Background: an optimization exercise with open tools, aiming at small area and few clock cycles. Do not read the settings as production practice. In this exercise RTL edits were held to simulation tests only and were not proved equivalent to the original.

==> flow/design.v <==
package riscv_pkg;
	localparam int xlen    = 32;
	localparam int depth   = 4;                           
	localparam int iq_w    = 12 + 3 + 5 + xlen;           
endpackage
module op_queue #(
	parameter int width = riscv_pkg::iq_w
) (
	input  logic             clk,
	input  logic             rst_n,
	input  logic             push,
	input  logic [width-1:0] push_data,
	input  logic             pop,
	output logic [width-1:0] head,
	output logic             not_empty,
	output logic             empty_nx      
);
	logic [width-1:0] mem [4];
	logic [1:0]       rd_ptr;
	logic [2:0]       count;
	logic [1:0]       wr_ptr;
	logic [2:0]       count_nx;
	assign wr_ptr    = rd_ptr + count[1:0];
	assign head      = mem[rd_ptr];
	assign not_empty = (count != 3'd0);
	assign count_nx  = count + {2'b0, push} - {2'b0, pop};
	assign empty_nx  = (count_nx == 3'd0);
	always_ff @(posedge clk) begin
		if (push)
			mem[wr_ptr] <= push_data;
	end
	always_ff @(posedge clk or negedge rst_n) begin
		if (!rst_n) begin
			rd_ptr <= '0;
			count  <= '0;
		end else begin
			if (pop)
				rd_ptr <= rd_ptr + 2'd1;
			count <= count_nx;
		end
	end
endmodule
module r_type_alu (
	input  logic [31:0] a,          
	input  logic [31:0] b,          
	input  logic [2:0]  f3,         
	input  logic        i30,        
	input  logic        i25,        
	input  logic        is_i,       
	output logic [31:0] d,          
	output logic        fast,       
	output logic [31:0] d_fast      
);
	logic        inv;
	logic [31:0] bb;
	logic [31:0] p;
	logic [31:0] g;
	logic [31:0] gg;
	logic [31:0] pp;
	logic [32:0] c;
	logic [31:0] sum;
	logic        lt;
	logic        ltu;
	logic        left;
	logic        fill;
	logic [31:0] sh [6];
	logic [31:0] shr;
	logic [31:0] shl;
	logic        legal;
	logic        s_add, s_sll, s_slt, s_sltu, s_xor, s_shr, s_or, s_and;
	assign inv = ~f3[2] & (f3[1] | (i30 & ~is_i));
	assign bb  = b ^ {32{inv}};
	assign p   = a ^ bb;
	assign g   = a & bb;
	always_comb begin
		gg    = g;
		pp    = p;
		gg[0] = g[0] | (p[0] & inv);
		for (int l = 0; l < 5; l++)
			for (int i = 0; i < 32; i++)
				if (((i + 1) % (1 << (l + 1))) == 0) begin
					gg[i] = gg[i] | (pp[i] & gg[i - (1 << l)]);
					pp[i] = pp[i] & pp[i - (1 << l)];
				end
		for (int l = 3; l >= 0; l--)
			for (int i = 0; i < 32; i++)
				if ((((i + 1) % (1 << (l + 1))) == (1 << l)) && (i >= (1 << (l + 1)))) begin
					gg[i] = gg[i] | (pp[i] & gg[i - (1 << l)]);
					pp[i] = pp[i] & pp[i - (1 << l)];
				end
	end
	assign c   = {gg, inv};
	assign sum = p ^ c[31:0];
	assign ltu = ~c[32];
	assign lt  = (a[31] ^ b[31]) ? a[31] : sum[31];
	assign left = ~f3[2];
	assign fill = i30 & a[31] & ~left;
	always_comb begin
		for (int k = 0; k < 32; k++)
			sh[0][k] = left ? a[31-k] : a[k];
		for (int s = 0; s < 5; s++)
			for (int k = 0; k < 32; k++)
				sh[s+1][k] = b[s] ? ((k + (1 << s) < 32) ? sh[s][k + (1 << s)] : fill) : sh[s][k];
		for (int k = 0; k < 32; k++)
			shl[k] = sh[5][31-k];
	end
	assign shr = sh[5];
	assign legal = is_i ? ~((f3 == 3'b001) & i30)
		: (~i25 & (~i30 | (f3 == 3'b000) | (f3 == 3'b101)));
	assign s_add  = legal & (f3 == 3'b000);
	assign s_sll  = legal & (f3 == 3'b001);
	assign s_slt  = legal & (f3 == 3'b010);
	assign s_sltu = legal & (f3 == 3'b011);
	assign s_xor  = legal & (f3 == 3'b100);
	assign s_shr  = legal & (f3 == 3'b101);
	assign s_or   = legal & (f3 == 3'b110);
	assign s_and  = legal & (f3 == 3'b111);
	assign fast   = ~legal | f3[2] | (f3[1:0] == 2'b01);
	assign d_fast = ({32{s_sll}} & shl) | ({32{s_shr}} & shr)
		| ({32{s_xor}} & (a ^ b)) | ({32{s_or}} & (a | b)) | ({32{s_and}} & (a & b));
	assign d      = d_fast | ({32{s_add}} & sum) | {31'b0, (s_slt & lt) | (s_sltu & ltu)};
endmodule
module i_type_alu (
	input  logic [63:0]                 op,     
	output logic [riscv_pkg::iq_w-1:0] packed_op
);
	assign packed_op = {op[63:52], op[46:44], op[43:39], op[31:0]};
endmodule
module wb_arbiter (
	input  logic clk,
	input  logic rst_n,
	input  logic acc_r,         
	input  logic acc_i,         
	input  logic i_queued,      
	input  logic i_empty_nx,    
	output logic take_i,        
	output logic push_i,        
	output logic pop_i,         
	output logic r_credit,
	output logic i_credit,
	output logic wb_valid
);
	logic [2:0] owe_r;          
	logic [2:0] owe_r_acc;
	assign take_i   = ~acc_r & (acc_i | i_queued);
	assign pop_i    = ~acc_r & i_queued;
	assign push_i   = acc_i & (acc_r | i_queued);
	assign wb_valid = acc_r | take_i;
	assign i_credit  = take_i;
	assign owe_r_acc = owe_r + {2'b0, acc_r};
	assign r_credit  = (owe_r_acc != 3'd0) & (i_empty_nx | take_i);
	always_ff @(posedge clk or negedge rst_n) begin
		if (!rst_n)
			owe_r <= '0;
		else
			owe_r <= owe_r_acc - {2'b0, r_credit};
	end
endmodule
module exec_cluster (
	input  logic        clk,
	input  logic        rst_n,
	input  logic        r_valid,
	input  logic [95:0] r_op,
	output logic        r_credit,
	input  logic        i_valid,
	input  logic [63:0] i_op,
	output logic        i_credit,
	output logic        wb_valid,
	output logic [36:0] wb
);
	logic                       acc_r;
	logic                       acc_i;
	logic [riscv_pkg::iq_w-1:0] i_new;
	logic [riscv_pkg::iq_w-1:0] i_head;
	logic [riscv_pkg::iq_w-1:0] i_sel;
	logic                       i_queued;
	logic                       i_empty_nx;
	logic                       take_i;
	logic                       push_i;
	logic                       pop_i;
	logic [31:0]                a;
	logic [31:0]                b;
	logic [2:0]                 f3;
	logic                       i30;
	logic                       i25;
	logic [4:0]                 rd;
	logic [31:0]                d;
	logic                       wb_now;
	logic                       fast;
	logic [31:0]                d_fast;
	logic                       now_out;
	logic                       held;
	logic [36:0]                held_wb;
	assign acc_r = r_valid & rst_n;
	assign acc_i = i_valid & rst_n;
	i_type_alu u_i_fields (
		.op        (i_op),
		.packed_op (i_new)
	);
	op_queue u_i_queue (
		.clk       (clk),
		.rst_n     (rst_n),
		.push      (push_i),
		.push_data (i_new),
		.pop       (pop_i),
		.head      (i_head),
		.not_empty (i_queued),
		.empty_nx  (i_empty_nx)
	);
	wb_arbiter u_arbiter (
		.clk        (clk),
		.rst_n      (rst_n),
		.acc_r      (acc_r),
		.acc_i      (acc_i),
		.i_queued   (i_queued),
		.i_empty_nx (i_empty_nx),
		.take_i     (take_i),
		.push_i     (push_i),
		.pop_i      (pop_i),
		.r_credit   (r_credit),
		.i_credit   (i_credit),
		.wb_valid   (wb_now)
	);
	assign i_sel = i_queued ? i_head : i_new;
	always_comb begin
		if (acc_r) begin
			a   = r_op[63:32];
			b   = r_op[31:0];
			f3  = r_op[78:76];
			i30 = r_op[94];
			i25 = r_op[89];
			rd  = r_op[75:71];
		end else begin
			a   = i_sel[31:0];
			b   = {{20{i_sel[51]}}, i_sel[51:40]};
			f3  = i_sel[39:37];
			i30 = i_sel[50];
			i25 = 1'b0;
			rd  = i_sel[36:32];
		end
	end
	r_type_alu u_alu (
		.a    (a),
		.b    (b),
		.f3   (f3),
		.i30  (i30),
		.i25  (i25),
		.is_i (~acc_r),
		.d    (d),
		.fast (fast),
		.d_fast (d_fast)
	);
	assign now_out = wb_now & fast & ~held;
	assign wb_valid = held | now_out;
	assign wb       = held ? held_wb : {rd, d_fast};
	always_ff @(posedge clk or negedge rst_n) begin
		if (!rst_n)
			held <= 1'b0;
		else
			held <= wb_now & ~now_out;
	end
	always_ff @(posedge clk) begin
		held_wb <= {rd, d};
	end
endmodule
Settings: LEC_CHECK=0, ABC_AREA=1, CAP_MARGIN=20, CORE_MARGIN=2, CORE_UTILIZATION=50, SLEW_MARGIN=20; clock period 6.0 ns.
standard.sh (not shown) runs the stock make flow with config.mk's settings and CLKGATE_MAP_FILE= SYNTH_SCRIPT=/design/flow/synth_recipe.tcl, a recipe that flattens the netlist after the stock synthesis.
==> flow/flow/run.sh <==
#!/bin/bash
# Standard ORFS layout, with plain minimum-size buffers on the ports
# instead of the delay cells buffer_ports picks by default.
cp standard.sh standard_copy.txt
export BUFFER_PORTS_ARGS="-buffer_cell sky130_fd_sc_hd__buf_1"
bash standard.sh > standard.log 2>&1
Testbench counts at the start, summed over its fixed seeds: cycles 3,451.
Rerun with:
--- a/flow/design.v
+++ b/flow/design.v
@@ -47,9 +47,7 @@
 	input  logic        i30,        
 	input  logic        i25,        
 	input  logic        is_i,       
-	output logic [31:0] d,          
-	output logic        fast,       
-	output logic [31:0] d_fast      
+	output logic [31:0] d
 );
 	logic        inv;
 	logic [31:0] bb;
@@ -115,10 +113,9 @@
 	assign s_shr  = legal & (f3 == 3'b101);
 	assign s_or   = legal & (f3 == 3'b110);
 	assign s_and  = legal & (f3 == 3'b111);
-	assign fast   = ~legal | f3[2] | (f3[1:0] == 2'b01);
-	assign d_fast = ({32{s_sll}} & shl) | ({32{s_shr}} & shr)
-		| ({32{s_xor}} & (a ^ b)) | ({32{s_or}} & (a | b)) | ({32{s_and}} & (a & b));
-	assign d      = d_fast | ({32{s_add}} & sum) | {31'b0, (s_slt & lt) | (s_sltu & ltu)};
+	assign d = ({32{s_add}} & sum) | ({32{s_sll}} & shl) | ({32{s_shr}} & shr)
+		| ({32{s_xor}} & p) | ({32{s_or}} & (p | g)) | ({32{s_and}} & g)
+		| {31'b0, (s_slt & lt) | (s_sltu & ltu)};
 endmodule
 module i_type_alu (
 	input  logic [63:0]                 op,     
@@ -186,11 +183,6 @@
 	logic [4:0]                 rd;
 	logic [31:0]                d;
 	logic                       wb_now;
-	logic                       fast;
-	logic [31:0]                d_fast;
-	logic                       now_out;
-	logic                       held;
-	logic [36:0]                held_wb;
 	assign acc_r = r_valid & rst_n;
 	assign acc_i = i_valid & rst_n;
 	i_type_alu u_i_fields (
@@ -246,20 +238,15 @@
 		.i30  (i30),
 		.i25  (i25),
 		.is_i (~acc_r),
-		.d    (d),
-		.fast (fast),
-		.d_fast (d_fast)
-	);
-	assign now_out = wb_now & fast & ~held;
-	assign wb_valid = held | now_out;
-	assign wb       = held ? held_wb : {rd, d_fast};
+		.d    (d)
+	);
 	always_ff @(posedge clk or negedge rst_n) begin
 		if (!rst_n)
-			held <= 1'b0;
+			wb_valid <= 1'b0;
 		else
-			held <= wb_now & ~now_out;
+			wb_valid <= wb_now;
 	end
 	always_ff @(posedge clk) begin
-		held_wb <= {rd, d};
-	end
-endmodule
+		wb <= {rd, d};
+	end
+endmodule
Effect: Setup slack improved by 210 ps; core utilization is higher by 0.66 points; final area went down by 9.3%; cell count went down by 14%; routed wire length came out lower by 15%; synthesized area goes down by 9.6%; clock-buffer cell count went up by 5; via count goes down by 13%; die area fell by 9.4%; critical path depth came out higher by 6.
Testbench counts after the change, summed over its fixed seeds: cycles 3,864.

==> port drivers added, routing unchanged <==
The results above use ideal ports. As a check the final layouts listed here were re-extracted and re-timed, cells and wires unchanged. Step 1, drivers: a clkbuf_16 drives clk and a buf_2 each remaining input, both assumed. Step 2, shift: input delay + t, output delay - t, t = (earliest + latest rising clock arrival at the registers) / 2. This alone moves slack from input paths to output paths. Three values: no drivers, after step 1, after step 2; two values: the first two.
| run | shift t [ns] | setup slack, ns | worst setup path at the end | latest minus earliest clock arrival (ns) | worst data-port slew with drivers (ns) |
|---|---|---|---|---|---|
| the first run | 0.638 | 0.268 / 0.246 / 0.078 | input to register | 0.017 / 0.018 | 0.07 |
| the second run | 0.615 | 0.477 / 0.504 / -0.110 | input to register | 0.026 / 0.025 | 0.09 |
With both steps, setup timing fails in the second run, where it was met with ideal ports. For the second run, which loses most, drivers alone change the setup slack by +0.027 ns; drivers and shift together by -0.587 ns.
